What follows belongs to an exercise in optimizing a design on an open flow for small area, a short achievable clock period and few clock cycles per item; a production flow would make more cautious choices. The RTL was checked by simulation tests, not by an equivalence proof against the original design. Power figures rest on the tool's default switching activity, not on a simulated workload.

<file path="design/flow/config.mk">
export PLATFORM = sky130hd
export DESIGN_NAME = alu_cluster
export DESIGN_NICKNAME = alu_cluster
export VERILOG_FILES = /design/flow/design.v
export SDC_FILE = /design/flow/constraint.sdc
export NUM_CORES = 4
export LEC_CHECK = 0
export ABC_AREA = 1
export CAP_MARGIN = 30
export CORE_MARGIN = 2
export CORE_UTILIZATION = 40
export PLACE_DENSITY = 0.6
export SETUP_SLACK_MARGIN = 2.0
export SLEW_MARGIN = 20
</file>
<file path="design/flow/constraint.sdc">
create_clock -name core_clock -period 6.0 [get_ports {clk}]
set_input_delay 1.2000 -clock core_clock [delete_from_list [all_inputs] [get_ports {clk}]]
set_output_delay 1.2000 -clock core_clock [all_outputs]
set_load 0.01 [all_outputs]
</file>
<file path="design/flow/design.v">
localparam int DATA_W     = 64;
localparam int HALF_W     = 32;  
localparam int TAG_W      = 4;
localparam int NUM_LANES  = 4;
localparam int LANE_IDX_W = 2;
localparam int FL_C = 3;
localparam int FL_V = 2;
localparam int FL_N = 1;
localparam int FL_Z = 0;
localparam logic [3:0] OP_ADD = 4'd0;
localparam logic [3:0] OP_SUB = 4'd1;
localparam logic [3:0] OP_AND = 4'd2;
localparam logic [3:0] OP_OR  = 4'd3;
localparam logic [3:0] OP_XOR = 4'd4;
localparam logic [3:0] OP_SHL = 4'd5;
localparam logic [3:0] OP_SHR = 4'd6;
localparam logic [3:0] OP_SAR = 4'd7;
localparam logic [3:0] OP_SXT = 4'd8;
localparam logic [1:0] SXT_BYTE = 2'd0;
localparam logic [1:0] SXT_HALF = 2'd1;
localparam logic [1:0] SXT_WORD = 2'd2;
localparam int REQ_W   = 146;
localparam int RQ_TAG  = 0;
localparam int RQ_B    = 4;
localparam int RQ_A    = 68;
localparam int RQ_FIN  = 132;
localparam int RQ_SXT  = 136;
localparam int RQ_COND = 138;
localparam int RQ_OP   = 142;
localparam int RSP_W   = 73;
localparam int RS_TAG  = 0;
localparam int RS_TK   = 4;
localparam int RS_FL   = 5;
localparam int RS_RES  = 9;
`timescale 1ns/1ps
module flag_cond_eval (
  input  logic [3:0] cond,
  input  logic [3:0] flags,
  output logic       taken
);
localparam int DATA_W     = 64;
localparam int HALF_W     = 32;  
localparam int TAG_W      = 4;
localparam int NUM_LANES  = 4;
localparam int LANE_IDX_W = 2;
localparam int FL_C = 3;
localparam int FL_V = 2;
localparam int FL_N = 1;
localparam int FL_Z = 0;
localparam logic [3:0] OP_ADD = 4'd0;
localparam logic [3:0] OP_SUB = 4'd1;
localparam logic [3:0] OP_AND = 4'd2;
localparam logic [3:0] OP_OR  = 4'd3;
localparam logic [3:0] OP_XOR = 4'd4;
localparam logic [3:0] OP_SHL = 4'd5;
localparam logic [3:0] OP_SHR = 4'd6;
localparam logic [3:0] OP_SAR = 4'd7;
localparam logic [3:0] OP_SXT = 4'd8;
localparam logic [1:0] SXT_BYTE = 2'd0;
localparam logic [1:0] SXT_HALF = 2'd1;
localparam logic [1:0] SXT_WORD = 2'd2;
localparam int REQ_W   = 146;
localparam int RQ_TAG  = 0;
localparam int RQ_B    = 4;
localparam int RQ_A    = 68;
localparam int RQ_FIN  = 132;
localparam int RQ_SXT  = 136;
localparam int RQ_COND = 138;
localparam int RQ_OP   = 142;
localparam int RSP_W   = 73;
localparam int RS_TAG  = 0;
localparam int RS_TK   = 4;
localparam int RS_FL   = 5;
localparam int RS_RES  = 9;
  logic fc;
  logic fv;
  logic fn;
  logic fz;
  assign fc = flags[FL_C];
  assign fv = flags[FL_V];
  assign fn = flags[FL_N];
  assign fz = flags[FL_Z];
  always_comb begin
    case (cond)
      4'd0:    taken = fz;
      4'd1:    taken = ~fz;
      4'd2:    taken = fc;
      4'd3:    taken = ~fc;
      4'd4:    taken = fn;
      4'd5:    taken = ~fn;
      4'd6:    taken = fv;
      4'd7:    taken = ~fv;
      4'd8:    taken = fc & ~fz;          
      4'd9:    taken = ~fc | fz;          
      4'd10:   taken = (fn == fv);        
      4'd11:   taken = (fn != fv);
      4'd12:   taken = (fn == fv) & ~fz;  
      4'd13:   taken = (fn != fv) | fz;
      4'd14:   taken = 1'b1;
      default: taken = 1'b0;
    endcase
  end
endmodule
`timescale 1ns/1ps
module alu_lane (
  input  logic [145:0]  req,
  output logic [72:0]   rsp
);
localparam int DATA_W     = 64;
localparam int HALF_W     = 32;  
localparam int TAG_W      = 4;
localparam int NUM_LANES  = 4;
localparam int LANE_IDX_W = 2;
localparam int FL_C = 3;
localparam int FL_V = 2;
localparam int FL_N = 1;
localparam int FL_Z = 0;
localparam logic [3:0] OP_ADD = 4'd0;
localparam logic [3:0] OP_SUB = 4'd1;
localparam logic [3:0] OP_AND = 4'd2;
localparam logic [3:0] OP_OR  = 4'd3;
localparam logic [3:0] OP_XOR = 4'd4;
localparam logic [3:0] OP_SHL = 4'd5;
localparam logic [3:0] OP_SHR = 4'd6;
localparam logic [3:0] OP_SAR = 4'd7;
localparam logic [3:0] OP_SXT = 4'd8;
localparam logic [1:0] SXT_BYTE = 2'd0;
localparam logic [1:0] SXT_HALF = 2'd1;
localparam logic [1:0] SXT_WORD = 2'd2;
localparam int REQ_W   = 146;
localparam int RQ_TAG  = 0;
localparam int RQ_B    = 4;
localparam int RQ_A    = 68;
localparam int RQ_FIN  = 132;
localparam int RQ_SXT  = 136;
localparam int RQ_COND = 138;
localparam int RQ_OP   = 142;
localparam int RSP_W   = 73;
localparam int RS_TAG  = 0;
localparam int RS_TK   = 4;
localparam int RS_FL   = 5;
localparam int RS_RES  = 9;
  logic [3:0]        op;
  logic [3:0]        cond;
  logic [1:0]        sxt;
  logic [3:0]        fin;
  logic [DATA_W-1:0] a;
  logic [DATA_W-1:0] b;
  logic [TAG_W-1:0]  tag;
  logic              taken;
  assign op   = req[RQ_OP   +: 4];
  assign cond = req[RQ_COND +: 4];
  assign sxt  = req[RQ_SXT  +: 2];
  assign fin  = req[RQ_FIN  +: 4];
  assign a    = req[RQ_A    +: DATA_W];
  assign b    = req[RQ_B    +: DATA_W];
  assign tag  = req[RQ_TAG  +: TAG_W];
  flag_cond_eval cond_i (
    .cond  (cond),
    .flags (fin),
    .taken (taken)
  );
  logic is_add, is_sub, is_and, is_or, is_xor, is_shl, is_shr, is_sar, is_sxt;
  assign is_add = (op == OP_ADD);
  assign is_sub = (op == OP_SUB);
  assign is_and = (op == OP_AND);
  assign is_or  = (op == OP_OR);
  assign is_xor = (op == OP_XOR);
  assign is_shl = (op == OP_SHL);
  assign is_shr = (op == OP_SHR);
  assign is_sar = (op == OP_SAR);
  assign is_sxt = (op == OP_SXT);
  logic [DATA_W-1:0] bx;
  logic [DATA_W-1:0] p;
  logic [DATA_W-1:0] g;
  logic [DATA_W-1:0] gg;    
  logic [DATA_W-1:0] gp;    
  logic [DATA_W:0]   c;     
  logic [DATA_W-1:0] sum;
  assign bx = b ^ {DATA_W{is_sub}};
  assign p  = a ^ bx;
  assign g  = a & bx;
  always_comb begin
    gg = g;
    gp = p;
    gg[0] = g[0] | (p[0] & is_sub);
    for (int l = 0; l < 6; l++) begin
      for (int j = 0; j < DATA_W; j++) begin
        if (((j >> l) & 1) == 1) begin
          gg[j] = gg[j] | (gp[j] & gg[((j >> l) << l) - 1]);
          gp[j] = gp[j] & gp[((j >> l) << l) - 1];
        end
      end
    end
  end
  assign c   = {gg, is_sub};
  assign sum = p ^ c[DATA_W-1:0];
  logic [5:0]        sh;
  logic [DATA_W-1:0] sh_in;
  logic [DATA_W-1:0] sh_out;
  logic [DATA_W-1:0] sh_rev;
  logic              fill;
  assign sh   = b[5:0];
  assign fill = is_sar & a[DATA_W-1];
  always_comb begin
    for (int i = 0; i < DATA_W; i++)
      sh_in[i] = is_shl ? a[DATA_W-1-i] : a[i];
  end
  assign sh_out = DATA_W'($signed({fill, sh_in}) >>> sh);
  always_comb begin
    for (int i = 0; i < DATA_W; i++)
      sh_rev[i] = sh_out[DATA_W-1-i];
  end
  logic              s_fill;
  logic [DATA_W-1:0] keep_a;
  logic [DATA_W-1:0] ext;
  assign s_fill = (sxt == SXT_BYTE) ? a[7] : (sxt == SXT_HALF) ? a[15] : a[31];
  always_comb begin
    for (int i = 0; i < DATA_W; i++) begin
      if (i < 8)
        keep_a[i] = ~taken | is_sxt;
      else if (i < 16)
        keep_a[i] = ~taken | (is_sxt & (sxt != SXT_BYTE));
      else if (i < 32)
        keep_a[i] = ~taken | (is_sxt & sxt[1]);
      else
        keep_a[i] = ~taken;
      ext[i] = taken & is_sxt & ~keep_a[i];
    end
  end
  logic t_arith, t_p, t_g, t_shr, t_shl;
  assign t_arith = taken & (is_add | is_sub);
  assign t_p     = taken & (is_xor | is_or);
  assign t_g     = taken & (is_and | is_or);
  assign t_shr   = taken & (is_shr | is_sar);
  assign t_shl   = taken & is_shl;
  logic [DATA_W-1:0] res;
  always_comb begin
    for (int i = 0; i < DATA_W; i++)
      res[i] = (t_arith & sum[i]) | (t_p & p[i]) | (t_g & g[i]) |
               (t_shr & sh_out[i]) | (t_shl & sh_rev[i]) |
               (keep_a[i] & a[i]) | (ext[i] & s_fill);
  end
  logic fc, fv;
  assign fc = (is_add | is_sub) & c[DATA_W];
  assign fv = (is_add | is_sub) & (a[DATA_W-1] == bx[DATA_W-1]) &&
              (sum[DATA_W-1] != a[DATA_W-1]);
  assign rsp[RS_RES +: DATA_W] = res;
  assign rsp[RS_FL + FL_C]     = taken ? fc : fin[FL_C];
  assign rsp[RS_FL + FL_V]     = taken ? fv : fin[FL_V];
  assign rsp[RS_FL + FL_N]     = fin[FL_N];
  assign rsp[RS_FL + FL_Z]     = fin[FL_Z];
  assign rsp[RS_TK]            = taken;
  assign rsp[RS_TAG +: TAG_W]  = tag;
endmodule
`timescale 1ns/1ps
module issue_dispatch (
  input  logic       in_valid,
  output logic       in_ready,
  input  logic [3:0] lane_ready,
  output logic [3:0] lane_valid
);
localparam int DATA_W     = 64;
localparam int HALF_W     = 32;  
localparam int TAG_W      = 4;
localparam int NUM_LANES  = 4;
localparam int LANE_IDX_W = 2;
localparam int FL_C = 3;
localparam int FL_V = 2;
localparam int FL_N = 1;
localparam int FL_Z = 0;
localparam logic [3:0] OP_ADD = 4'd0;
localparam logic [3:0] OP_SUB = 4'd1;
localparam logic [3:0] OP_AND = 4'd2;
localparam logic [3:0] OP_OR  = 4'd3;
localparam logic [3:0] OP_XOR = 4'd4;
localparam logic [3:0] OP_SHL = 4'd5;
localparam logic [3:0] OP_SHR = 4'd6;
localparam logic [3:0] OP_SAR = 4'd7;
localparam logic [3:0] OP_SXT = 4'd8;
localparam logic [1:0] SXT_BYTE = 2'd0;
localparam logic [1:0] SXT_HALF = 2'd1;
localparam logic [1:0] SXT_WORD = 2'd2;
localparam int REQ_W   = 146;
localparam int RQ_TAG  = 0;
localparam int RQ_B    = 4;
localparam int RQ_A    = 68;
localparam int RQ_FIN  = 132;
localparam int RQ_SXT  = 136;
localparam int RQ_COND = 138;
localparam int RQ_OP   = 142;
localparam int RSP_W   = 73;
localparam int RS_TAG  = 0;
localparam int RS_TK   = 4;
localparam int RS_FL   = 5;
localparam int RS_RES  = 9;
  logic found;
  always_comb begin
    lane_valid = '0;
    found      = 1'b0;
    for (int i = 0; i < NUM_LANES; i++) begin
      if (lane_ready[i] && !found) begin
        lane_valid[i] = in_valid;
        found         = 1'b1;
      end
    end
  end
  assign in_ready = |lane_ready;  
endmodule
`timescale 1ns/1ps
module result_collect (
  input  logic            clk,
  input  logic            rst,
  input  logic [3:0]      rsp_valid,
  output logic [3:0]      rsp_ready,
  input  logic [4*73-1:0] rsp_in,    
  output logic            out_valid,
  input  logic            out_ready,
  output logic [72:0]     out_rsp
);
localparam int DATA_W     = 64;
localparam int HALF_W     = 32;  
localparam int TAG_W      = 4;
localparam int NUM_LANES  = 4;
localparam int LANE_IDX_W = 2;
localparam int FL_C = 3;
localparam int FL_V = 2;
localparam int FL_N = 1;
localparam int FL_Z = 0;
localparam logic [3:0] OP_ADD = 4'd0;
localparam logic [3:0] OP_SUB = 4'd1;
localparam logic [3:0] OP_AND = 4'd2;
localparam logic [3:0] OP_OR  = 4'd3;
localparam logic [3:0] OP_XOR = 4'd4;
localparam logic [3:0] OP_SHL = 4'd5;
localparam logic [3:0] OP_SHR = 4'd6;
localparam logic [3:0] OP_SAR = 4'd7;
localparam logic [3:0] OP_SXT = 4'd8;
localparam logic [1:0] SXT_BYTE = 2'd0;
localparam logic [1:0] SXT_HALF = 2'd1;
localparam logic [1:0] SXT_WORD = 2'd2;
localparam int REQ_W   = 146;
localparam int RQ_TAG  = 0;
localparam int RQ_B    = 4;
localparam int RQ_A    = 68;
localparam int RQ_FIN  = 132;
localparam int RQ_SXT  = 136;
localparam int RQ_COND = 138;
localparam int RQ_OP   = 142;
localparam int RSP_W   = 73;
localparam int RS_TAG  = 0;
localparam int RS_TK   = 4;
localparam int RS_FL   = 5;
localparam int RS_RES  = 9;
  logic [LANE_IDX_W-1:0] rr_ptr;
  logic [LANE_IDX_W-1:0] scan_idx;
  logic [LANE_IDX_W-1:0] grant_idx;
  logic                  grant_any;
  logic [NUM_LANES-1:0]  grant;
  logic                  slot_free;
  assign slot_free = ~out_valid | out_ready;
  always_comb begin
    grant_any = 1'b0;
    grant_idx = '0;
    scan_idx  = '0;
    for (int k = 0; k < NUM_LANES; k++) begin
      scan_idx = rr_ptr + LANE_IDX_W'(k);
      if (!grant_any && rsp_valid[scan_idx]) begin
        grant_any = 1'b1;
        grant_idx = scan_idx;
      end
    end
    grant = NUM_LANES'(grant_any) << grant_idx;
  end
  assign rsp_ready = grant & {NUM_LANES{slot_free}};
  always_ff @(posedge clk) begin
    if (rst) begin
      out_valid <= 1'b0;
      rr_ptr    <= '0;
    end else if (slot_free) begin
      out_valid <= grant_any;
      if (grant_any)
        rr_ptr <= grant_idx + 1'b1;  
    end
  end
  always_ff @(posedge clk) begin
    if (slot_free && grant_any)
      out_rsp <= rsp_in[grant_idx*RSP_W +: RSP_W];
  end
endmodule
`timescale 1ns/1ps
module alu_cluster (
  input  logic          clk,
  input  logic          rst,
  input  logic          in_valid,
  output logic          in_ready,
  input  logic [145:0]  in_req,
  output logic          out_valid,
  input  logic          out_ready,
  output logic [72:0]   out_rsp
);
localparam int DATA_W     = 64;
localparam int HALF_W     = 32;  
localparam int TAG_W      = 4;
localparam int NUM_LANES  = 4;
localparam int LANE_IDX_W = 2;
localparam int FL_C = 3;
localparam int FL_V = 2;
localparam int FL_N = 1;
localparam int FL_Z = 0;
localparam logic [3:0] OP_ADD = 4'd0;
localparam logic [3:0] OP_SUB = 4'd1;
localparam logic [3:0] OP_AND = 4'd2;
localparam logic [3:0] OP_OR  = 4'd3;
localparam logic [3:0] OP_XOR = 4'd4;
localparam logic [3:0] OP_SHL = 4'd5;
localparam logic [3:0] OP_SHR = 4'd6;
localparam logic [3:0] OP_SAR = 4'd7;
localparam logic [3:0] OP_SXT = 4'd8;
localparam logic [1:0] SXT_BYTE = 2'd0;
localparam logic [1:0] SXT_HALF = 2'd1;
localparam logic [1:0] SXT_WORD = 2'd2;
localparam int REQ_W   = 146;
localparam int RQ_TAG  = 0;
localparam int RQ_B    = 4;
localparam int RQ_A    = 68;
localparam int RQ_FIN  = 132;
localparam int RQ_SXT  = 136;
localparam int RQ_COND = 138;
localparam int RQ_OP   = 142;
localparam int RSP_W   = 73;
localparam int RS_TAG  = 0;
localparam int RS_TK   = 4;
localparam int RS_FL   = 5;
localparam int RS_RES  = 9;
  logic              slot_free;
  logic [RSP_W-1:0]  rsp_d;
  logic [RSP_W-1:0]  rsp_q;
  alu_lane lane_i (
    .req (in_req),
    .rsp (rsp_d)
  );
  assign slot_free = ~out_valid | out_ready;
  assign in_ready  = slot_free;
  always_ff @(posedge clk) begin
    if (rst)
      out_valid <= 1'b0;
    else if (slot_free)
      out_valid <= in_valid;
  end
  always_ff @(posedge clk) begin
    if (slot_free)
      rsp_q <= rsp_d;
  end
  always_comb begin
    out_rsp = rsp_q;
    if (rsp_q[RS_TK]) begin
      out_rsp[RS_FL + FL_N] = rsp_q[RS_RES + DATA_W - 1];
      out_rsp[RS_FL + FL_Z] = ~|rsp_q[RS_RES +: DATA_W];
    end
  end
endmodule
</file>
<file path="design/flow/run.sh">
#!/bin/bash
# synth_recipe.tcl (not shown) runs the flow's synth.tcl, then flattens the netlist and writes it again
# the make line also repeats each setting of config.mk as NAME=value (left out here)
make -C /OpenROAD-flow-scripts/flow DESIGN_CONFIG=/design/flow/config.mk WORK_HOME=/design/flow/orfs CLKGATE_MAP_FILE= SYNTH_SCRIPT=/design/flow/synth_recipe.tcl finish
</file>
==> notes.md, run 1 <==
* **run status** complete, no violations
* **cell with the biggest individual delay on the critical path** sky130_fd_sc_hd__ha_1
* **number of unique standard cell types used by synthesis** 39
* **Worst Max-Slew Pin Slew** 1.00 ns
* **final slew viol count** 0
* **peak clock frequency supported by timing** 0.249 GHz
* **number of global-route vias before repair** 18,700
* **most frequently used cell type in the post-synthesis netlist** sky130_fd_sc_hd__nand3_1
* **Overflow after GRT** 0
* **clock tree root driver cell** sky130_fd_sc_hd__clkbuf_16
* **max-cap viol count** 0
* **Critical Path Source Type** input pin
* **count of flip-flops with a built-in enable after synthesis** 73
* **num ports** 225
* **number of inserted filler cells in the final layout** 4,038
* **number of setup violations in the final report** 0
* **Die Footprint** 0.0403 mm2
* **fraction of the cycle the final worst path needs** 0.669
* **library cell occupying the most area in the post-synthesis netlist** sky130_fd_sc_hd__nand3_1
* **ranking of synthesized cells by area** sky130_fd_sc_hd__nand3_1 35%, sky130_fd_sc_hd__edfxtp_1 14%, sky130_fd_sc_hd__nand2_1 14%, sky130_fd_sc_hd__inv_1 5.2%, sky130_fd_sc_hd__ha_1 5.2%
* **kind of cell with the highest combined delay on the critical path** simple AND/OR/NAND/NOR gates
* **RSZ-0062 raised after global routing** true
* **worst slew margin relative to its limit** 0.331
* **setup clock skew after layout** 0.0171 ns
* **CP max FO** 5
* **Worst Path Required** 6.12 ns
* **area growth from synthesis to layout** 29.4%
* **IR Drop Worst-Case VDD** 0.143 mV
* **Chip Height** 201 um
* **final critical-path required period** 4.01 ns
* **CTS tree** built
* **classification of the worst setup path** input pin to flop
* **type of the worst min-delay path** flop to flop
* **clock sink count** 74
* **Final nets** 3,087
* **iteration-0 DRC count of the detailed router** 2,858
* **total via count in the routed design** 21,000
* **area occupied by registers** 0.00221 mm2
* **initial antenna violation count** 1
* **slowest stage delay, CP** 0.33 ns
* **synthesized instance count** 2,740
* **predominant post-synthesis flop cell** sky130_fd_sc_hd__edfxtp_1
* **fraction of final layout cells with drive strength greater than 1** 0.139
* **final hold viol count** 0
* **port bufs** 224
* **First-pass DRT Iterations** 6
* **antenna violation net count after detailed routing** 0
* **global-route total usage across every layer** 0.400
* **standard cell core area** 0.0385 mm2
* **H-tree depth** 3
* **leakage power summed over all cells** 0.00895 uW
* **area share of the largest cell type after synthesis** 0.346
* **Post-Route Hold Slack** 0.564 ns
* **synthesized area per cell** 5.65 um2
* **sequential share of the synthesized area** 0.143
* **Post-synth top cells** 1,070 x sky130_fd_sc_hd__nand3_1, 562 x sky130_fd_sc_hd__nand2_1, 216 x sky130_fd_sc_hd__inv_1, 181 x sky130_fd_sc_hd__nor2_1, 103 x sky130_fd_sc_hd__a21oi_1
* **drt wl/cell** 25.0 um
* **synthesized netlist net count** 2,960
* **standard-cell row count** 72
* **floorplan die width** 201 um
* **final total negative setup slack** 0 ns
* **combined area of all synthesized cells** 0.0155 mm2
* **number of synthesized register bits** 74
* **largest net degree at the start of global routing** 70
* **most repeated library cell on the critical path** sky130_fd_sc_hd__nand3_1
* **HPWL after detailed placement** 63.4 mm
* **total area of multi-input combinational cells** 0.0127 mm2
* **Yosys warning count** 3
* **critical path capture point type** flop
* **Post-synth ARST share** 0
* **total power divided by cell area** 172 mW/mm2
* **clock latency of the later-clocked register in the worst-skew pair** 0.39 ns
* **global placer's final weighted congestion** 1.03
* **via/cell ratio** 6.20
* **Worst-path clk slew** 0.06 ns
* **global-route wire length before repair** 121 mm
* **combined buffer and inverter count along the critical path** 5
* **final wirelength** 84.9 mm
* **number of clock buffers inserted by TritonCTS** 9
* **Antenna Diode Count** 0
* **initial core utilization** 0.402
* **clk buf depth** 2
* **arrival time at the worst endpoint** 4.13 ns
* **list of cells traversed by the critical path** buf_2 -> nor2_4 -> buf_12 -> nand2_8 -> buf_6 -> xnor2_1 -> ha_1 -> buf_4 -> a21oi_2 -> nand2_2 -> a21oi_4 -> nand2_4 -> a21oi_2 -> nand3_1 -> nand3_1 -> nand2_2 -> inv_1 -> nand3_1
* **DR DRC count** 0
-- final cells by class --
| cell class | count | area share |
|---|---|---|
| tap | 518 | 0.0324 |
| inverter | 223 | 0.0427 |
| sequential | 74 | 0.110 |
| multi-input combinational | 2221 | 0.634 |
| clock buffer | 9 | 0.0112 |
| clock inverter | 7 | 0.00225 |
| timing repair buffer | 338 | 0.167 |
-- registers in the layout, summed over array words and instances, names as in the netlist --
register and flops:
rsp_q 73, out_valid 1
-- cell families (layout without fill, tap and decap cells) --
group / Yosys count / in the layout / share of synthesized area
adders and majority gates: 70 / 70 / 0.0595
DFF: 74 / 74 / 0.143
and+or+nand+nor: 1908 / 1920 / 0.565
xor gates and xnor gates: 79 / 79 / 0.0447
buffers and inverters: 457 / 577 / 0.136
AOI/OAI and AO/OA: 152 / 152 / 0.0524
-- worst min-delay path, cell delays in order (launching register included) --
cell and delay, ns:
sky130_fd_sc_hd__dfxtp_1 0.34, sky130_fd_sc_hd__nand2_4 0.12, sky130_fd_sc_hd__a21oi_1 0.07
-- timing repair --
action | in CTS | in global routing
endpoints found under the setup margin | 67 | 62
gates cloned | 9 | 6
pin swaps | 58 | 71
resized for setup | 129 | 186
hold buffers | 0 | 0
setup buffers | 33 | 32
-- path summary, 6_finish.rpt --
check	endpoint	startpoint	slack, ns	depth (start not counted)
worst max-delay path	rsp_q[62]	in_req[144]	1.99	18
worst min-delay path	out_valid	out_valid	0.56	2
worst max register to register	rsp_q[10]	out_valid	4.42	3
worst min register to register	out_valid	out_valid	0.56	2
-- stage by stage --
step | setup slack, ns | util | power, uW | instances | area [um2]
after global routing | 1.87 | 0.521 | 3600 | 3390 | 20000
after detailed placement | 0.444 | 0.459 | 2540 | 3294 | 17700
after global placement | 0.495 | 0.458 | 2530 | 3292 | 17600
after CTS | 2.00 | 0.490 | 3210 | 3352 | 18800
final | 1.99 | 0.521 | 3450 | 3390 | 20000
after floorplan | 1.87 | - | 1880 | 2740 | 15700
-- report_power, final --
group | leakage, uW | internal, uW | switching [uW] | total, uW
clock network | 0.000127 | 279 | 275 | 554
logic | 0.00803 | 802 | 1340 | 2150
registers | 0.000794 | 676 | 70.2 | 746
total | 0.00895 | 1760 | 1690 | 3450
-- layout by cell type, fill, tap and decap left out, types with 21 or more instances in the layout --
master / netlist / final
sky130_fd_sc_hd__ha_1: 64 / 43
sky130_fd_sc_hd__inv_1: 216 / 197
sky130_fd_sc_hd__nand2_1: 562 / 509
sky130_fd_sc_hd__nor2_4: 4 / 22
sky130_fd_sc_hd__nand2_2: 8 / 39
sky130_fd_sc_hd__edfxtp_1: 73 / 73
sky130_fd_sc_hd__nand2_4: 0 / 21
sky130_fd_sc_hd__buf_4: 80 / 88
sky130_fd_sc_hd__nor2_2: 3 / 22
sky130_fd_sc_hd__inv_2: 5 / 23
sky130_fd_sc_hd__nor2_1: 181 / 145
sky130_fd_sc_hd__nand3_1: 1070 / 1050
sky130_fd_sc_hd__xnor2_1: 68 / 45
sky130_fd_sc_hd__nand4_1: 21 / 21
sky130_fd_sc_hd__nor3_1: 27 / 21
sky130_fd_sc_hd__a21oi_1: 103 / 72
sky130_fd_sc_hd__clkdlybuf4s50_1: 0 / 215
sky130_fd_sc_hd__a21oi_2: 0 / 25
-- metal layers --
| metal | vias to the layer above | track usage | wire, um |
|---|---|---|---|
| met2 | 1468 | 0.585 | 36100 |
| li1 | 9581 | - | - |
| met4 | 2 | 0.203 | 4770 |
| met5 | - | 0 | 13 |
| met3 | 192 | 0.0966 | 10200 |
| met1 | 9765 | 0.547 | 33800 |
Testbench counts, summed over its fixed seeds: cycles 27,441, items 24,000.
==> inputs of run 2 (changes only) <==
--- a/design/flow/config.mk
+++ b/design/flow/config.mk
@@ -7,3 +7,2 @@
 export LEC_CHECK = 0
-export ABC_AREA = 1
 export CAP_MARGIN = 30
==> notes.md, run 2 <==
* **count of flip-flops with a built-in enable after synthesis** 73
* **area growth from synthesis to layout** 48.8%
* **standard cell area after detailed placement** 0.0173 mm2
* **ranking of synthesized cells by area** sky130_fd_sc_hd__edfxtp_1 15%, sky130_fd_sc_hd__mux4_2 13%, sky130_fd_sc_hd__mux2i_1 12%, sky130_fd_sc_hd__ha_1 5.6%, sky130_fd_sc_hd__xor2_1 4.3%
* **IR Drop Worst-Case VDD** 0.167 mV
* **clock sink count** 74
* **endpoint of the worst hold path** out_valid
* **most flop-heavy register** rsp_q
* **clock tree root driver cell** sky130_fd_sc_hd__clkbuf_16
* **combined area of all synthesized cells** 0.0144 mm2
* **standard-cell row count** 69
* **critical path capture point type** flop
* **type of the worst min-delay path** flop to flop
* **Critical R2R Capture** rsp_q[51]
* **fraction of final layout cells with drive strength greater than 1** 0.361
* **initial antenna violation count** 5
* **CTS tree** built
* **most frequent cells in the layout** 229 x sky130_fd_sc_hd__buf_4, 213 x sky130_fd_sc_hd__clkdlybuf4s50_1, 136 x sky130_fd_sc_hd__nand2_1
* **global-route wire length before repair** 109 mm
* **cell with the biggest individual delay on the critical path** sky130_fd_sc_hd__or4_1
* **flip-flop count of the largest register after layout** 73
* **RSZ-0062 raised after global routing** true
* **# placed instances** 2,212
* **most frequent standard cell in the layout excluding fill and tap cells** sky130_fd_sc_hd__buf_4
* **drt wl/cell** 31.6 um
* **library cell occupying the most area in the post-synthesis netlist** sky130_fd_sc_hd__edfxtp_1
* **peak clock frequency supported by timing** 0.218 GHz
* **worst reg2reg path startpoint** out_valid
* **global-route total usage across every layer** 0.391
* **final slew viol count** 0
* **global placer's final weighted congestion** 1.02
* **Worst Path Required** 6.08 ns
* **synthesized netlist net count** 1,842
* **final total negative setup slack** 0 ns
* **final critical-path required period** 4.59 ns
* **Register-to-Register Setup Slack** 4.67 ns
* **Post-synth top cells** 173 x sky130_fd_sc_hd__mux2i_1, 142 x sky130_fd_sc_hd__nand2_1, 93 x sky130_fd_sc_hd__nor2_1, 84 x sky130_fd_sc_hd__mux4_2, 81 x sky130_fd_sc_hd__a21oi_1
* **largest registers ranked by flip-flop count** rsp_q: 73 flops, out_valid: 1 flops
* **cell count of the worst reg-to-reg path** 3
* **Final nets** 2,183
* **Yosys warning count** 3
* **arrival time at the worst endpoint** 4.67 ns
* **Worst Max-Slew Pin Slew** 0.958 ns
* **clock latency of the later-clocked register in the worst-skew pair** 0.35 ns
* **num ports** 225
* **initial core utilization** 0.406
* **number of inserted filler cells in the final layout** 3,036
* **Post-synth ARST share** 0
* **largest net degree at the start of global routing** 75
* **H-tree depth** 3
* **number of standard cells in the layout, taps in and fillers out** 2,431
* **number of global-route vias before repair** 15,700
* **number of clock buffers inserted by TritonCTS** 9
* **iteration-0 DRC count of the detailed router** 2,223
* **Die Footprint** 0.0375 mm2
* **HPWL after detailed placement** 57.4 mm
* **run status** complete, no violations
* **setup clock skew after layout** 0.00831 ns
* **Critical Path Source Type** input pin
* **Post-Route Hold Slack** 0.789 ns
* **Overflow after GRT** 0
* **final hold viol count** 0
* **clk buf depth** 2
* **Worst-path clk slew** 0.06 ns
* **Chip Height** 194 um
* **finished layout cell area** 0.0214 mm2
* **Hold Path Cell Cnt** 3
* **worst slew margin relative to its limit** 0.362
* **total area of multi-input combinational cells** 0.0130 mm2
* **most frequently used cell type in the post-synthesis netlist** sky130_fd_sc_hd__mux2i_1
* **via/cell ratio** 6.86
* **min-delay src** out_valid
* **max-cap viol count** 0
* **number of unique standard cell types used by synthesis** 89
* **standard cell core area** 0.0355 mm2
* **First-pass DRT Iterations** 8
* **floorplan die width** 194 um
* **leakage power summed over all cells** 0.00822 uW
* **CP max FO** 6
* **total via count in the routed design** 16,700
* **area share of the largest cell type after synthesis** 0.152
* **synthesized instance count** 1,622
* **sequential share of the synthesized area** 0.154
* **antenna violation net count after detailed routing** 0
* **DR DRC count** 0
* **synthesized area per cell** 8.88 um2
* **classification of the worst setup path** input pin to flop
* **area occupied by registers** 0.00221 mm2
* **slowest stage delay, CP** 0.51 ns
* **port bufs** 224
* **fraction of the cycle the final worst path needs** 0.766
* **predominant post-synthesis flop cell** sky130_fd_sc_hd__edfxtp_1
* **list of cells traversed by the critical path** buf_8 -> nor2_4 -> and3_4 -> buf_12 -> clkbuf_16 -> buf_4 -> xor2_1 -> ha_1 -> and4_1 -> and2_1 -> nand2_1 -> nor2_1 -> a211oi_4 -> buf_6 -> a2111oi_4 -> a211oi_2 -> mux2i_1 -> or4_1
* **Power Total** 3680 uW
* **total power divided by cell area** 172 mW/mm2
* **number of setup violations in the final report** 0
* **final wirelength** 76.9 mm
* **number of synthesized register bits** 74
run 2: changes by cell type in the layout (fill, tap and decap cells not counted), sizes merged, moves of 60 or more:
cell,change
nand3,-1049
nand2,-439
inv,-190
buf,+189
mux2i,+174
nor2,-96
mux4,+84
xor2,+60
run 2: final cells by class:
| cell class | instances | share of cell area |
|---|---|---|
| diodes | 2 | 0.000234 |
| clock buffers | 10 | 0.0107 |
| clock inverters | 6 | 0.00321 |
| inverters | 34 | 0.00619 |
| multi-input cells | 1316 | 0.607 |
| flip-flops and latches | 74 | 0.103 |
| well taps | 461 | 0.0269 |
| repair buffers | 528 | 0.242 |
run 2: critical path: cells and delay by family:
kind                     cells  cell delay, ns
AND/OR/NAND/NOR              7            1.69
buffers and inverters        5            0.70
AO/OA/AOI/OAI                3            0.51
adder cells (fa/ha/maj)      1            0.37
multiplexers                 1            0.13
XOR/XNOR                     1            0.06
run 2: how the worst max path moves through the flow:
stage,startpoint,end,slack [ns],cells after the start
final,in_req[143],rsp_q[70],1.41,18
after CTS,in_req[144],rsp_q[70],1.47,16
after global routing,in_req[143],rsp_q[7],1.27,19
after floorplan,in_req[143],rsp_q[7],1.30,17
after detailed placement,in_req[143],rsp_q[7],0.28,15
after global placement,in_req[144],rsp_q[33],0.35,11
run 2: logic make-up (layout without fill, tap and decap cells):
| family | count (synthesis) | in the layout | share of synthesized area |
|---|---|---|---|
| AO/OA/AOI/OAI | 474 | 474 | 0.240 |
| XOR/XNOR | 89 | 89 | 0.0541 |
| adder cells (fa/ha/maj) | 70 | 70 | 0.0639 |
| buffers and inverters | 233 | 578 | 0.0849 |
| flip-flops | 74 | 74 | 0.154 |
| multiplexers | 275 | 275 | 0.266 |
| other | 0 | 2 | 0 |
| AND/OR/NAND/NOR | 407 | 408 | 0.137 |
run 2: metal layers:
metal,share of wire,GRT usage
met1,0.39,0.540
met2,0.43,0.582
met3,0.13,0.101
met4,0.050,0.161
met5,0,0
run 2: what timing repair did:
| item | CTS | global route |
|---|---|---|
| gates resized for setup | 301 | 130 |
| hold buffers | 0 | 0 |
| endpoints found under the setup margin | 67 | 67 |
| buffers inserted | 137 | 53 |
| gates cloned | 8 | 1 |
| endpoints found under the hold margin | 0 | 0 |
| pin swaps | 88 | 81 |
run 2: through the flow:
step                      utilization  setup slack (ns)
after global routing            0.604              1.27
after floorplan                     -              1.30
final                           0.604              1.41
after CTS                       0.569              1.47
after detailed placement        0.487             0.283
after global placement          0.487             0.347
run 2: power breakdown:
| part | leakage [uW] | switching [uW] | internal (uW) | total, uW |
|---|---|---|---|---|
| Sequential | 0.000797 | 62.8 | 675 | 738 |
| Clock | 0.000131 | 215 | 322 | 538 |
| Combinational | 0.00729 | 1290 | 1110 | 2400 |
| Total | 0.00822 | 1570 | 2100 | 3680 |
==> inputs of run 3 (changes only) <==
--- a/design/flow/config.mk
+++ b/design/flow/config.mk
@@ -7,2 +7,3 @@
 export LEC_CHECK = 0
+export ABC_AREA = 1
 export CAP_MARGIN = 30
@@ -11,3 +12,3 @@
 export PLACE_DENSITY = 0.6
-export SETUP_SLACK_MARGIN = 2.0
+export SETUP_SLACK_MARGIN = 2.5
 export SLEW_MARGIN = 20
==> notes.md, run 3 <==
* **drt wl/cell** 25.8 um
* **CTS Hold Bufs** 0
* **Post-synth ARST share** 0
* **largest net degree at the start of global routing** 72
* **global-route wire length before repair** 125 mm
* **RSZ-0062 raised after global routing** true
* **final wirelength** 89.4 mm
* **global-route total usage across every layer** 0.414
* **Overflow after GRT** 0
* **standard cell core area** 0.0385 mm2
* **Post-Route Utilization** 0.585
* **fraction of the cycle the final worst path needs** 0.671
* **final slew viol count** 0
* **total area of multi-input combinational cells** 0.0142 mm2
* **clock tree root driver cell** sky130_fd_sc_hd__clkbuf_16
* **area occupied by registers** 0.00221 mm2
* **number of standard cells in the layout, taps in and fillers out** 3,465
* **port bufs** 224
* **number of synthesized register bits** 74
* **max-cap viol count** 0
* **most frequently used cell type in the post-synthesis netlist** sky130_fd_sc_hd__nand3_1
* **total via count in the routed design** 21,900
* **Post-synth top cells** 1,070 x sky130_fd_sc_hd__nand3_1, 562 x sky130_fd_sc_hd__nand2_1, 216 x sky130_fd_sc_hd__inv_1, 181 x sky130_fd_sc_hd__nor2_1, 103 x sky130_fd_sc_hd__a21oi_1
* **Antenna Diode Count** 0
* **classification of the worst setup path** input pin to flop
* **arrival time at the worst endpoint** 4.17 ns
* **number of setup violations in the final report** 0
* **sequential share of the synthesized area** 0.143
* **First-pass DRT Iterations** 8
* **Die Footprint** 0.0403 mm2
* **run status** complete, no violations
* **# placed instances** 3,291
* **most frequent cells in the layout** 896 x sky130_fd_sc_hd__nand3_1, 439 x sky130_fd_sc_hd__nand2_1, 205 x sky130_fd_sc_hd__clkdlybuf4s50_1
* **most repeated library cell on the critical path** sky130_fd_sc_hd__nand3_2
* **number of unique standard cell types used by synthesis** 39
* **initial core utilization** 0.402
* **number of global-route vias before repair** 19,400
* **flip-flop count of the largest register after layout** 73
* **area share of the largest cell type after synthesis** 0.346
* **number of clock buffers inserted by TritonCTS** 9
* **H-tree depth** 3
* **slowest stage delay, CP** 0.40 ns
* **total power divided by cell area** 169 mW/mm2
* **global placer's final weighted congestion** 1.04
* **largest registers ranked by flip-flop count** rsp_q: 73 flops, out_valid: 1 flops
* **final total negative setup slack** 0 ns
* **most frequent standard cell in the layout excluding fill and tap cells** sky130_fd_sc_hd__nand3_1
* **Critical Path Source Type** input pin
* **floorplan die width** 201 um
* **Final nets** 3,162
* **type of the worst min-delay path** flop to flop
* **IR Drop Worst-Case VDD** 0.142 mV
* **num ports** 225
* **leakage power summed over all cells** 0.0101 uW
* **predominant post-synthesis flop cell** sky130_fd_sc_hd__edfxtp_1
* **standard-cell row count** 72
* **setup clock skew after layout** 0.0180 ns
* **HPWL after detailed placement** 62.4 mm
* **Worst Path Required** 6.14 ns
* **clock sink count** 74
* **clock latency of the later-clocked register in the worst-skew pair** 0.38 ns
* **clk buf depth** 2
* **initial antenna violation count** 1
* **Yosys warning count** 3
* **iteration-0 DRC count of the detailed router** 2,978
* **combined area of all synthesized cells** 0.0155 mm2
* **Chip Height** 201 um
* **cell with the biggest individual delay on the critical path** sky130_fd_sc_hd__fa_2
* **fraction of final layout cells with drive strength greater than 1** 0.265
* **count of flip-flops with a built-in enable after synthesis** 73
* **antenna violation net count after detailed routing** 0
* **ranking of synthesized cells by area** sky130_fd_sc_hd__nand3_1 35%, sky130_fd_sc_hd__edfxtp_1 14%, sky130_fd_sc_hd__nand2_1 14%, sky130_fd_sc_hd__inv_1 5.2%, sky130_fd_sc_hd__ha_1 5.2%
* **DR DRC count** 0
* **via/cell ratio** 6.31
* **Worst-path clk slew** 0.08 ns
* **CTS tree** built
* **CP max FO** 8
* **Worst Max-Slew Pin Slew** 0.950 ns
* **list of cells traversed by the critical path** buf_12 -> inv_12 -> nor2_4 -> buf_12 -> nand2_8 -> buf_16 -> xnor2_4 -> ha_4 -> nand2_2 -> inv_2 -> nand3_2 -> inv_2 -> and2_4 -> nand2_2 -> nand2_4 -> nand2_4 -> nand2_8 -> fa_2 -> xor2_1 -> nand2_1 -> nand3_2 -> nor2_4 -> nand3_2
* **final critical-path required period** 4.03 ns
* **critical path capture point type** flop
* **synthesized instance count** 2,740
* **library cell occupying the most area in the post-synthesis netlist** sky130_fd_sc_hd__nand3_1
* **final hold viol count** 0
* **most flop-heavy register** rsp_q
* **peak clock frequency supported by timing** 0.248 GHz
* **synthesized netlist net count** 2,960
* **synthesized area per cell** 5.65 um2
* **area growth from synthesis to layout** 45.5%
* **worst slew margin relative to its limit** 0.367
* **number of inserted filler cells in the final layout** 3,667
* **Post-Route Hold Slack** 0.848 ns
[run 3: changes by cell type after synthesis, moves of 29 or more]
cell and delta:
sky130_fd_sc_hd__buf_2 +39, sky130_fd_sc_hd__xor2_1 -60, sky130_fd_sc_hd__inv_1 +187, sky130_fd_sc_hd__nand3_1 +1048, sky130_fd_sc_hd__a211oi_1 -29, sky130_fd_sc_hd__nand2_1 +420
sky130_fd_sc_hd__nor2_1 +88, sky130_fd_sc_hd__a221oi_1 -42, sky130_fd_sc_hd__mux2i_1 -173, sky130_fd_sc_hd__xnor2_1 +50, sky130_fd_sc_hd__mux4_2 -84
[run 3: path summary, 6_finish.rpt]
check / start / slack, ns / cells after the start / to
max: in_req[142] / 1.97 / 23 / rsp_q[42]
min: out_valid / 0.85 / 2 / out_valid
max reg2reg: out_valid / 4.13 / 3 / rsp_q[14]
min reg2reg: out_valid / 0.85 / 2 / out_valid
[run 3: cells by family (layout without fill, tap and decap cells)]
family	after synthesis	after routing	share of synthesized area
AND/OR/NAND/NOR	1908	1914	0.565
buffers and inverters	457	658	0.136
AO/OA/AOI/OAI	152	152	0.0524
XOR/XNOR	79	79	0.0447
flip-flops	74	74	0.143
adder cells (fa/ha/maj)	70	70	0.0595
[run 3: repair_timing]
action	in CTS	in global routing
endpoints found under the setup margin	68	67
pin swaps	173	174
cloned	12	4
buffers inserted	76	66
gates resized for setup	394	366
endpoints found under the hold margin	0	0
[run 3: critical path: cells and delay by family]
kind,cells,cell delay (ns)
and+or+nand+nor,13,1.39
buffers and inverters,6,0.58
xor gates and xnor gates,2,0.33
adders and majority gates,2,0.63
[run 3: cell type report]
class,instances,area share
clock buffer,10,0.0106
multi-input combinational,2215,0.631
timing repair buffer,419,0.189
inverter,223,0.0389
clock inverter,6,0.00322
tap,518,0.0288
sequential,74,0.0982
[run 3: routing by layer]
layer,track usage,part of all wire
met5,0,0
met4,0.209,0.063
met3,0.109,0.13
met2,0.624,0.43
met1,0.545,0.38
[run 3: power by group]
part / total [uW] / internal, uW / switching [uW]
logic: 2440 / 954 / 1490
registers: 755 / 676 / 79.4
clock network: 621 / 339 / 282
[run 3: per-stage QoR]
stage | total power, uW | area (um2) | worst slack [ns]
2_1_floorplan | 1880 | 15800 | 1.87
3_3_place_gp | 2530 | 17600 | 0.527
5_1_grt | 3960 | 22500 | 1.87
3_5_place_dp | 2540 | 17600 | 0.511
6_report | 3820 | 22500 | 1.97
4_1_cts | 3440 | 20200 | 2.07
==> inputs of run 4 (changes only) <==
--- a/design/flow/config.mk
+++ b/design/flow/config.mk
@@ -12,3 +12,3 @@
 export PLACE_DENSITY = 0.6
-export SETUP_SLACK_MARGIN = 2.5
+export SETUP_SLACK_MARGIN = 1.5
 export SLEW_MARGIN = 20
==> notes.md, run 4 <==
* **min-delay src** out_valid
* **number of synthesized register bits** 74
* **count of flip-flops with a built-in enable after synthesis** 73
* **share of total power consumed by net switching** 0.480
* **final critical-path required period** 4.40 ns
* **sequential share of power** 0.226
* **fraction of power consumed by combinational cells** 0.589
* **First-pass DRT Iterations** 8
* **drt wl/cell** 23.8 um
* **total via count in the routed design** 20,200
* **worst setup timing slack at the placement stage** 0.549 ns
* **classification of the worst setup path** input pin to flop
* **global-route layer with the greatest usage** met2
* **type of the worst min-delay path** flop to flop
* **most flop-heavy register** rsp_q
* **clock latency of the later-clocked register in the worst-skew pair** 0.37 ns
* **global-route total usage across every layer** 0.381
* **setup clock skew after layout** 0.0115 ns
* **Die Footprint** 0.0403 mm2
* **global-route met3 utilization** 0.0898
* **total power divided by cell area** 177 mW/mm2
* **DR DRC count** 0
* **ranking of synthesized cells by area** sky130_fd_sc_hd__nand3_1 35%, sky130_fd_sc_hd__edfxtp_1 14%, sky130_fd_sc_hd__nand2_1 14%, sky130_fd_sc_hd__inv_1 5.2%, sky130_fd_sc_hd__ha_1 5.2%
* **P_sw** 1550 uW
* **CTS Hold Bufs** 0
* **synthesized area per cell** 5.65 um2
* **global-route wire length before repair** 116 mm
* **antenna violation net count after detailed routing** 0
* **fraction of synthesized cell area in xor and xnor cells** 0.0447
* **clock sink count** 74
* **floorplan die width** 201 um
* **Final WS setup** 1.60 ns
* **number of setup violations in the final report** 0
* **final wirelength** 79.2 mm
* **library cell occupying the most area in the post-synthesis netlist** sky130_fd_sc_hd__nand3_1
* **number of inserted filler cells in the final layout** 4,219
* **arithmetic-cell share of the synthesized area counting full adders, half adders and majority gates** 0.0595
* **Setup crit start** in_req[143]
* **endpoint of the worst hold path** rsp_q[21]
* **initial antenna violation count** 1
* **most frequent cells in the layout** 1,069 x sky130_fd_sc_hd__nand3_1, 538 x sky130_fd_sc_hd__nand2_1, 216 x sky130_fd_sc_hd__clkdlybuf4s50_1
* **largest family of logic cells by synthesized area** simple AND/OR/NAND/NOR gates
* **clock tree root driver cell** sky130_fd_sc_hd__clkbuf_16
* **Worst-path clk slew** 0.08 ns
* **area growth from synthesis to layout** 18.1%
* **fraction of power consumed by the clock network** 0.185
* **num ports** 225
* **Critical R2R Capture** rsp_q[40]
* **CTS tree** built
* **flip-flop count of the largest register after layout** 73
* **synthesized netlist net count** 2,960
* **most frequently used cell type in the post-synthesis netlist** sky130_fd_sc_hd__nand3_1
* **HPWL after detailed placement** 61.9 mm
* **total area of multi-input combinational cells** 0.0115 mm2
* **max-cap viol count** 0
* **area share of the largest cell type after synthesis** 0.346
* **H-tree depth** 3
* **fraction of final layout cells with drive strength greater than 1** 0.0633
* **predominant post-synthesis flop cell** sky130_fd_sc_hd__edfxtp_1
* **IR Drop Worst-Case VDD** 0.142 mV
* **worst reg2reg path startpoint** out_valid
* **CP max FO** 13
* **iteration-0 DRC count of the detailed router** 2,706
* **critical path capture point type** flop
* **RSZ-0062 raised after global routing** false
* **combined area of all synthesized cells** 0.0155 mm2
* **number of clock buffers inserted by TritonCTS** 9
* **worst slew margin relative to its limit** 0.356
* **cell-internal power** 1680 uW
* **Overflow after GRT** 0
* **final hold viol count** 0
* **most frequent standard cell in the layout excluding fill and tap cells** sky130_fd_sc_hd__nand3_1
* **complex-gate fraction of the synthesized area** 0.0524
* **sequential share of the synthesized area** 0.143
* **met1 track utilization from global routing** 0.525
* **initial core utilization** 0.402
* **area occupied by registers** 0.00221 mm2
* **Post-synth ARST share** 0
* **largest registers ranked by flip-flop count** rsp_q: 73 flops, out_valid: 1 flops
* **standard cell core area** 0.0385 mm2
* **final total negative setup slack** 0 ns
* **peak clock frequency supported by timing** 0.227 GHz
* **Chip Height** 201 um
* **via/cell ratio** 6.08
* **largest net degree at the start of global routing** 70
* **run status** complete, no violations
* **number of unique standard cell types used by synthesis** 39
* **synthesized instance count** 2,740
* **arrival time at the worst endpoint** 4.48 ns
* **cell count of the worst reg-to-reg path** 2
* **clk buf depth** 2
* **Worst Max-Slew Pin Slew** 0.964 ns
* **fraction of the cycle the final worst path needs** 0.734
* **global placer's final weighted congestion** 1.08
* **Synth Area in Simple Gates** 0.565
* **Final nets** 3,025
* **Register-to-Register Setup Slack** 4.30 ns
* **Critical Path Source Type** input pin
* **Post-synth top cells** 1,070 x sky130_fd_sc_hd__nand3_1, 562 x sky130_fd_sc_hd__nand2_1, 216 x sky130_fd_sc_hd__inv_1, 181 x sky130_fd_sc_hd__nor2_1, 103 x sky130_fd_sc_hd__a21oi_1
* **leakage power summed over all cells** 0.00832 uW
* **mux cell area share after synthesis** 0
* **port bufs** 224
* **met2 routing resource usage after global routing** 0.566
* **Yosys warning count** 3
* **number of global-route vias before repair** 18,200
* **standard-cell row count** 72
* **Worst Path Required** 6.08 ns
* **final slew viol count** 0
* **Hold Path Cell Cnt** 1
-- run 4: cell counts after synthesis --
No cell type changed its count.
-- run 4: layout make-up --
| cell class | count | area share |
|---|---|---|
| Inverter | 223 | 0.0458 |
| Timing Repair Buffer | 287 | 0.153 |
| Clock inverter | 7 | 0.00452 |
| Sequential cell | 74 | 0.121 |
| Antenna cell | 1 | 0.000137 |
| Multi-Input combinational cell | 2210 | 0.628 |
| Tap cell | 518 | 0.0354 |
| Clock buffer | 9 | 0.0123 |
-- run 4: cells by family after synthesis --
| group | Yosys count |
|---|---|
| buffers and inverters | 457 |
| adder cells (fa/ha/maj) | 70 |
| AND/OR/NAND/NOR | 1908 |
| XOR/XNOR | 79 |
| AO/OA/AOI/OAI | 152 |
| flip-flops | 74 |
-- run 4: routing by layer --
layer  share of wire  vias up
li1                -     9441
met1            0.41     9394
met2            0.42     1243
met3            0.12      160
met4           0.048        0
met5               0        -
-- run 4: worst max-delay path by stage --
stage                           end  slack (ns)
final                     rsp_q[26]        1.60
after detailed placement  rsp_q[42]        0.55
after floorplan           rsp_q[42]        1.50
after global routing      rsp_q[26]        1.52
after CTS                 rsp_q[42]        1.44
after global placement    rsp_q[42]        0.64
-- run 4: power by group through the flow --
stage / clock network [uW] / registers, uW / logic [uW]
6_report: 597 / 731 / 1900
4_1_cts: 603 / 732 / 1820
3_3_place_gp: 0 / 740 / 1780
3_5_place_dp: 0 / 743 / 1780
2_1_floorplan: 0 / 716 / 1140
5_1_grt: 622 / 741 / 2040
-- run 4: what timing repair did --
| item | 4_1_cts | 5_1_grt |
|---|---|---|
| pin swaps | 8 | 16 |
| cloned | 2 | 1 |
| setup endpoints to repair | 54 | 64 |
| endpoints found under the hold margin | 0 | 0 |
| setup buffers | 6 | 6 |
| gates resized for setup | 44 | 47 |
-- run 4: stage by stage --
step	std cells	hold WS [ns]	power (uW)	utilization	cell area, um2
2_1_floorplan	2740	1.27	1860	-	15500
3_3_place_gp	3296	1.00	2520	0.455	17500
3_5_place_dp	3297	1.01	2520	0.455	17500
4_1_cts	3321	1.01	3150	0.470	18100
5_1_grt	3328	1.05	3400	0.475	18300
6_report	3329	0.996	3230	0.475	18300
-- run 4: worst max-delay path, cell delays in order --
cell	delay [ns]
sky130_fd_sc_hd__dlygate4sd2_1	0.32
sky130_fd_sc_hd__nor2_4	0.18
sky130_fd_sc_hd__nand2_8	0.15
sky130_fd_sc_hd__bufbuf_16	0.33
sky130_fd_sc_hd__xnor2_1	0.13
sky130_fd_sc_hd__ha_1	0.37
sky130_fd_sc_hd__a21oi_2	0.16
sky130_fd_sc_hd__nand2_2	0.12
sky130_fd_sc_hd__a21oi_2	0.16
sky130_fd_sc_hd__nand2_2	0.11
sky130_fd_sc_hd__buf_6	0.17
sky130_fd_sc_hd__fa_1	0.41
sky130_fd_sc_hd__xnor2_1	0.15
sky130_fd_sc_hd__o21ai_0	0.11
sky130_fd_sc_hd__nor2_1	0.22
sky130_fd_sc_hd__nand3_1	0.18
==> inputs of run 5 (changes only) <==
--- a/design/flow/config.mk
+++ b/design/flow/config.mk
@@ -12,3 +12,3 @@
 export PLACE_DENSITY = 0.6
-export SETUP_SLACK_MARGIN = 1.5
+export SETUP_SLACK_MARGIN = 1.0
 export SLEW_MARGIN = 20
==> notes.md, run 5 <==
* **Final nets** 3,005
* **RSZ-0062 raised after global routing** true
* **global placer's final weighted congestion** 1.04
* **max-cap viol count** 0
* **predominant post-synthesis flop cell** sky130_fd_sc_hd__edfxtp_1
* **most frequently used cell type in the post-synthesis netlist** sky130_fd_sc_hd__nand3_1
* **number of clock buffers inserted by TritonCTS** 9
* **leakage power summed over all cells** 0.00809 uW
* **standard cell area after detailed placement** 0.0175 mm2
* **flip-flop count of the largest register after layout** 73
* **fraction of final layout cells with drive strength greater than 1** 0.0369
* **Yosys warning count** 3
* **fraction of the cycle the final worst path needs** 0.817
* **iteration-0 DRC count of the detailed router** 2,544
* **CTS tree** built
* **Worst-path clk slew** 0.07 ns
* **num ports** 225
* **First-pass DRT Iterations** 6
* **Overflow after GRT** 0
* **antenna violation net count after detailed routing** 0
* **sequential share of power** 0.236
* **ranking of synthesized cells by area** sky130_fd_sc_hd__nand3_1 35%, sky130_fd_sc_hd__edfxtp_1 14%, sky130_fd_sc_hd__nand2_1 14%, sky130_fd_sc_hd__inv_1 5.2%, sky130_fd_sc_hd__ha_1 5.2%
* **share of total power consumed by net switching** 0.479
* **type of the worst min-delay path** flop to flop
* **# placed instances** 3,292
* **slowest stage delay, CP** 0.53 ns
* **number of unique standard cell types used by synthesis** 39
* **most frequent cells in the layout** 1,070 x sky130_fd_sc_hd__nand3_1, 556 x sky130_fd_sc_hd__nand2_1, 220 x sky130_fd_sc_hd__clkdlybuf4s50_1
* **most frequent standard cell in the layout excluding fill and tap cells** sky130_fd_sc_hd__nand3_1
* **Chip Height** 201 um
* **fraction of power consumed by combinational cells** 0.602
* **most flop-heavy register** rsp_q
* **Antenna Diode Count** 0
* **Worst Max-Slew Pin Slew** 0.988 ns
* **final total negative setup slack** 0 ns
* **clock latency of the later-clocked register in the worst-skew pair** 0.36 ns
* **area share of the largest cell type after synthesis** 0.346
* **port bufs** 224
* **cell with the biggest individual delay on the critical path** sky130_fd_sc_hd__clkdlybuf4s50_1
* **number of setup violations in the final report** 0
* **setup clock skew after layout** 0.0128 ns
* **Die Footprint** 0.0403 mm2
* **area growth from synthesis to layout** 15.1%
* **classification of the worst setup path** input pin to flop
* **clock tree root driver cell** sky130_fd_sc_hd__clkbuf_16
* **list of cells traversed by the critical path** clkdlybuf4s50_1 -> nor2_4 -> nand2_4 -> buf_12 -> xnor2_1 -> ha_1 -> a21oi_1 -> o21a_1 -> nand2_1 -> a21oi_4 -> nand2_8 -> fa_1 -> xor2_1 -> nand2_1 -> nand3_1 -> nor2_2 -> nand3_1
* **Worst Path Required** 6.11 ns
* **final critical-path required period** 4.90 ns
* **Post-synth top cells** 1,070 x sky130_fd_sc_hd__nand3_1, 562 x sky130_fd_sc_hd__nand2_1, 216 x sky130_fd_sc_hd__inv_1, 181 x sky130_fd_sc_hd__nor2_1, 103 x sky130_fd_sc_hd__a21oi_1
* **H-tree depth** 3
* **global-route wire length before repair** 114 mm
* **clk buf depth** 2
* **synthesized instance count** 2,740
* **Post-synth ARST share** 0
* **drt wl/cell** 23.4 um
* **P_sw** 1470 uW
* **Critical Path Source Type** input pin
* **combined area of all synthesized cells** 0.0155 mm2
* **total power divided by cell area** 172 mW/mm2
* **number of synthesized register bits** 74
* **number of standard cells in the layout, taps in and fillers out** 3,308
* **peak clock frequency supported by timing** 0.204 GHz
* **kind of cell with the highest combined delay on the critical path** simple AND/OR/NAND/NOR gates
* **IR Drop Worst-Case VDD** 0.104 mV
* **combined buffer and inverter count along the critical path** 2
* **HPWL after detailed placement** 60.9 mm
* **run status** complete, no violations
* **arrival time at the worst endpoint** 5.01 ns
* **global-route total usage across every layer** 0.372
* **worst slew margin relative to its limit** 0.340
* **largest registers ranked by flip-flop count** rsp_q: 73 flops, out_valid: 1 flops
* **number of inserted filler cells in the final layout** 4,189
* **clock sink count** 74
* **largest net degree at the start of global routing** 72
* **CP max FO** 29
* **synthesized area per cell** 5.65 um2
* **via/cell ratio** 6.04
* **floorplan die width** 201 um
* **finished layout cell area** 0.0178 mm2
* **DR DRC count** 0
* **synthesized netlist net count** 2,960
* **critical path capture point type** flop
* **final slew viol count** 0
* **initial core utilization** 0.402
* **fraction of power consumed by the clock network** 0.163
* **final hold viol count** 0
* **library cell occupying the most area in the post-synthesis netlist** sky130_fd_sc_hd__nand3_1
* **final wirelength** 77.4 mm
* **sequential share of the synthesized area** 0.143
* **standard cell core area** 0.0385 mm2
* **standard-cell row count** 72
* **number of global-route vias before repair** 18,000
* **cell-internal power** 1600 uW
* **count of flip-flops with a built-in enable after synthesis** 73
* **total via count in the routed design** 20,000
* **initial antenna violation count** 2
## run 5: changes by cell type in the layout (fill, tap and decap cells not counted), sizes merged, moves of 2 or more
cell	change
buf	-18
dlygate4sd2	-2
clkinv	+3
dlymetal6s2s	-2
clkdlybuf4s50	+4
inv	-3
## run 5: cell type report
class | count | area [um2] | share of cell area
Tap cell | 518 | 648 | 0.0364
Clock buffer | 10 | 229 | 0.0129
Timing Repair Buffer | 268 | 2580 | 0.145
Inverter | 223 | 837 | 0.0470
Clock inverter | 6 | 41.3 | 0.00232
Sequential cell | 74 | 2210 | 0.124
Multi-Input combinational cell | 2209 | 11300 | 0.632
## run 5: logic make-up after synthesis
logic type / after synthesis / share of synthesized area
adders and majority gates: 70 / 0.0595
buffers and inverters: 457 / 0.136
xor gates and xnor gates: 79 / 0.0447
DFF: 74 / 0.143
AOI/OAI and AO/OA: 152 / 0.0524
and+or+nand+nor: 1908 / 0.565
## run 5: worst paths after layout
path	slack [ns]	end	depth (start not counted)	startpoint
worst max-delay path	1.10	rsp_q[42]	17	in_req[145]
worst min-delay path	0.97	rsp_q[59]	1	out_valid
worst max register to register	4.37	rsp_q[37]	2	out_valid
worst min register to register	0.97	rsp_q[59]	1	out_valid
## run 5: timing repair
item                       4_1_cts  5_1_grt
gates resized for setup          3       17
setup buffers                    0        0
setup endpoints to repair       20       35
hold buffers                     0        0
pin swaps                        0        0
## run 5: power groups by stage
stage               Sequential [uW]  Combinational [uW]  Clock [uW]
floorplan                       716                1140           0
global placement                733                1770           0
detailed placement              735                1780           0
CTS                             725                1790         508
global route                    736                1980         525
finish                          723                1850         499
## run 5: metrics by stage
| stage | utilization | total power [uW] | setup WS (ns) | hold slack, ns |
|---|---|---|---|---|
| 5_1_grt | 0.463 | 3240 | 0.913 | 1.04 |
| 4_1_cts | 0.462 | 3020 | 1.01 | 0.997 |
| 3_3_place_gp | 0.454 | 2510 | 0.417 | 0.956 |
| 2_1_floorplan | - | 1860 | 1.37 | 1.27 |
| 3_5_place_dp | 0.454 | 2520 | 0.318 | 0.991 |
| 6_report | 0.463 | 3070 | 1.10 | 0.972 |
## run 5: per-layer routing
| layer | up-vias | GRT usage | share of wire |
|---|---|---|---|
| li1 | 9398 | - | - |
| met1 | 9197 | 0.513 | 0.41 |
| met2 | 1239 | 0.569 | 0.43 |
| met3 | 145 | 0.0701 | 0.11 |
| met4 | 2 | 0.158 | 0.047 |
| met5 | - | 0 | 0.00017 |
==> inputs of run 6 (changes only) <==
==> design/flow/flow/run.sh (new file) <==
#!/bin/bash
set -euo pipefail
export BUFFER_PORTS_ARGS="-buffer_cell sky130_fd_sc_hd__buf_1"

rm -rf scripts_abc
cp -r "$FLOW_HOME/scripts" scripts_abc
cp flow/abc_area.script scripts_abc/abc_area.script
SCRIPTS_DIR="$PWD/scripts_abc" bash standard.sh synth > synth.log 2>&1
bash standard.sh > standard.log 2>&1
==> design/flow/flow/abc_area.script (new file) <==
strash
dch -f
map -a
amap
==> design/flow/standard.sh (new file) <==
#!/bin/bash
# synth_recipe.tcl (not shown) runs the flow's synth.tcl, then flattens the netlist and writes it again
# the make line also repeats each setting of config.mk as NAME=value (left out here)
make -C /OpenROAD-flow-scripts/flow DESIGN_CONFIG=/design/flow/config.mk WORK_HOME=/design/flow/orfs CLKGATE_MAP_FILE= SYNTH_SCRIPT=/design/flow/synth_recipe.tcl "${@:-finish}"
--- a/design/flow/config.mk
+++ b/design/flow/config.mk
@@ -12,3 +12,3 @@
 export PLACE_DENSITY = 0.6
-export SETUP_SLACK_MARGIN = 1.0
+export SETUP_SLACK_MARGIN = 2.0
 export SLEW_MARGIN = 20
removed: design/flow/run.sh
==> notes.md, run 6 <==
* **number of synthesized register bits** 74
* **global-route total usage across every layer** 0.358
* **clock tree root driver cell** sky130_fd_sc_hd__clkbuf_16
* **CP max FO** 5
* **clock latency of the later-clocked register in the worst-skew pair** 0.37 ns
* **library cell occupying the most area in the post-synthesis netlist** sky130_fd_sc_hd__edfxtp_1
* **number of global-route vias before repair** 14,500
* **drt wl/cell** 25.0 um
* **DR DRC count** 0
* **Setup crit start** in_req[142]
* **Overflow after GRT** 0
* **standard cell core area** 0.0303 mm2
* **combined buffer and inverter count along the critical path** 7
* **final wirelength** 60.2 mm
* **area growth from synthesis to layout** 32.7%
* **via/cell ratio** 6.67
* **Yosys warning count** 3
* **critical path capture point type** flop
* **worst reg2reg path startpoint** out_valid
* **setup clock skew after layout** 0.00876 ns
* **First-pass DRT Iterations** 6
* **H-tree depth** 3
* **worst setup timing slack at the placement stage** -0.255 ns
* **iteration-0 DRC count of the detailed router** 1,812
* **Final nets** 2,230
* **port bufs** 224
* **number of unique standard cell types used by synthesis** 49
* **final critical-path required period** 5.27 ns
* **classification of the worst setup path** input pin to flop
* **CTS Hold Bufs** 0
* **detailed route wirelength on metal3** 5.82 mm
* **Worst Path Required** 6.09 ns
* **combined area of all synthesized cells** 0.0122 mm2
* **IR Drop Worst-Case VDD** 0.147 mV
* **run status** complete, no violations
* **initial antenna violation count** 1
* **most flop-heavy register** rsp_q
* **largest net degree at the start of global routing** 74
* **crit path to** rsp_q[70]
* **Final WS setup** 0.730 ns
* **worst slew margin relative to its limit** 0.400
* **final slew viol count** 0
* **total via count in the routed design** 16,100
* **CTS tree** built
* **number of inserted filler cells in the final layout** 3,046
* **kind of cell with the highest combined delay on the critical path** simple AND/OR/NAND/NOR gates
* **num ports** 225
* **global-route wire length before repair** 86.5 mm
* **clk buf depth** 2
* **number of setup violations in the final report** 0
* **leakage power summed over all cells** 0.00548 uW
* **Antenna Diode Count** 0
* **list of cells traversed by the critical path** buf_6 -> buf_12 -> clkinv_16 -> nor2_4 -> clkinv_8 -> o22ai_4 -> clkinv_2 -> fa_2 -> o31ai_4 -> and3_4 -> a31oi_4 -> or3_4 -> o221ai_4 -> clkinv_4 -> nor3_4 -> nand3_2 -> o311ai_4 -> clkinv_4 -> or4_4 -> o2111ai_2 -> nand2_1 -> o211ai_1 -> o211ai_1
* **max-cap viol count** 0
* **Post-Route Hold Slack** 0.618 ns
* **Power Total** 3020 uW
* **synthesized netlist net count** 1,935
* **count of flip-flops with a built-in enable after synthesis** 73
* **Critical Path Source Type** input pin
* **cell with the biggest individual delay on the critical path** sky130_fd_sc_hd__or4_4
* **Chip Height** 179 um
* **peak clock frequency supported by timing** 0.190 GHz
* **standard-cell row count** 64
* **total power divided by cell area** 186 mW/mm2
* **ranking of synthesized cells by area** sky130_fd_sc_hd__edfxtp_1 18%, sky130_fd_sc_hd__o22ai_1 8.5%, sky130_fd_sc_hd__o21ai_0 8.4%, sky130_fd_sc_hd__ha_1 6.5%, sky130_fd_sc_hd__clkinv_1 6.3%
* **clock sink count** 74
* **HPWL after detailed placement** 44.0 mm
* **area share of the largest cell type after synthesis** 0.179
* **RSZ-0062 raised after global routing** true
* **slowest stage delay, CP** 0.57 ns
* **Critical R2R Capture** rsp_q[12]
* **floorplan die width** 179 um
* **Die Footprint** 0.0320 mm2
* **arrival time at the worst endpoint** 5.36 ns
* **initial core utilization** 0.403
* **uppermost metal layer occupied by signal nets** met5
* **largest registers ranked by flip-flop count** rsp_q: 73 flops, out_valid: 1 flops
* **type of the worst min-delay path** flop to flop
* **total area of multi-input combinational cells** 0.0102 mm2
* **area occupied by registers** 0.00221 mm2
* **standard cell area after detailed placement** 0.0139 mm2
* **fraction of the cycle the final worst path needs** 0.878
* **fraction of final layout cells with drive strength greater than 1** 0.209
* **flip-flop count of the largest register after layout** 73
* **antenna violation net count after detailed routing** 0
* **most frequent standard cell in the layout excluding fill and tap cells** sky130_fd_sc_hd__buf_1
* **finished layout cell area** 0.0162 mm2
* **number of clock buffers inserted by TritonCTS** 9
* **detailed-routed wire length on met2** 26.4 mm
* **synthesized instance count** 1,715
* **final total negative setup slack** 0 ns
* **Post-synth top cells** 205 x sky130_fd_sc_hd__o21ai_0, 204 x sky130_fd_sc_hd__clkinv_1, 166 x sky130_fd_sc_hd__o22ai_1, 154 x sky130_fd_sc_hd__nor2_1, 141 x sky130_fd_sc_hd__nand2_1
* **Worst-path clk slew** 0.06 ns
* **global placer's final weighted congestion** 1.02
* **most frequently used cell type in the post-synthesis netlist** sky130_fd_sc_hd__o21ai_0
* **met1 WL** 25.6 mm
* **cell count of the worst reg-to-reg path** 3
* **Register-to-Register Setup Slack** 3.95 ns
* **final hold viol count** 0
* **Worst Max-Slew Pin Slew** 0.899 ns
* **Post-synth ARST share** 0
* **sequential share of the synthesized area** 0.181
## run 6: cell count changes in the layout (fill, tap and decap cells not counted), moves of 116 or more
cell	change
sky130_fd_sc_hd__buf_1	+214
sky130_fd_sc_hd__clkdlybuf4s50_1	-220
sky130_fd_sc_hd__clkinv_1	+179
sky130_fd_sc_hd__inv_1	-216
sky130_fd_sc_hd__nand2_1	-422
sky130_fd_sc_hd__nand3_1	-1053
sky130_fd_sc_hd__o21ai_0	+116
sky130_fd_sc_hd__o22ai_1	+128
## run 6: per-stage QoR
step / instances / utilization
finish: 2411 / 0.535
global route: 2411 / 0.535
CTS: 2391 / 0.504
detailed placement: 2327 / 0.457
global placement: 2327 / 0.457
floorplan: 1715 / -
## run 6: layout make-up
type / count / share of cell area
inverters: 204 / 0.0539
multi-input cells: 1366 / 0.631
clock buffers: 9 / 0.0139
repair buffers: 355 / 0.130
clock inverters: 7 / 0.00516
flip-flops and latches: 74 / 0.136
well taps: 396 / 0.0305
## run 6: repair_timing
item                                    in CTS  in global routing
gates cloned                                 0                  2
setup buffers                               48                 18
endpoints found under the setup margin      67                 66
hold endpoints to repair                     0                  0
pin swaps                                   70                 55
resized for setup                          186                177
## run 6: tightest hold or removal path: stages (launching register included)
cell and delay [ns]:
sky130_fd_sc_hd__dfxtp_1 0.31, sky130_fd_sc_hd__nor2b_1 0.14, sky130_fd_sc_hd__nor2_1 0.09, sky130_fd_sc_hd__nor2_1 0.04
## run 6: cells by family after synthesis
family	after synthesis	share of synthesized area
and+or+nand+nor	407	0.145
AOI/OAI and AO/OA	889	0.493
DFF	74	0.181
adders and majority gates	70	0.0752
buffers and inverters	275	0.106
## run 6: how the worst min path moves through the flow
stage | start | to | slack (ns) | cells past startpoint
final | out_valid | out_valid | 0.62 | 3
after global routing | out_valid | out_valid | 0.67 | 3
after CTS | out_valid | out_valid | 0.62 | 3
after detailed placement | out_valid | out_valid | 0.61 | 3
after global placement | out_valid | out_valid | 0.59 | 3
after floorplan | out_valid | out_valid | 0.62 | 3
## run 6: routing by layer
metal | up-vias | track usage
li1 | 7434 | -
met1 | 7609 | 0.496
met2 | 911 | 0.550
met3 | 134 | 0.0696
met4 | 2 | 0.133
met5 | - | 0
## run 6: power by group
group | switching, uW | internal, uW | leakage [uW] | total [uW]
clock | 245 | 359 | 0.000148 | 604
sequential | 42.6 | 673 | 0.000795 | 715
combinational | 1080 | 627 | 0.00454 | 1700

Check on run 6: ideal ports give 0.730 ns setup slack; a clkbuf_16 on the clock port and buf_2 on the inputs give 0.746 ns; moving port delays by the midpoint clock arrival (0.419 ns) as well gives 0.327 ns.
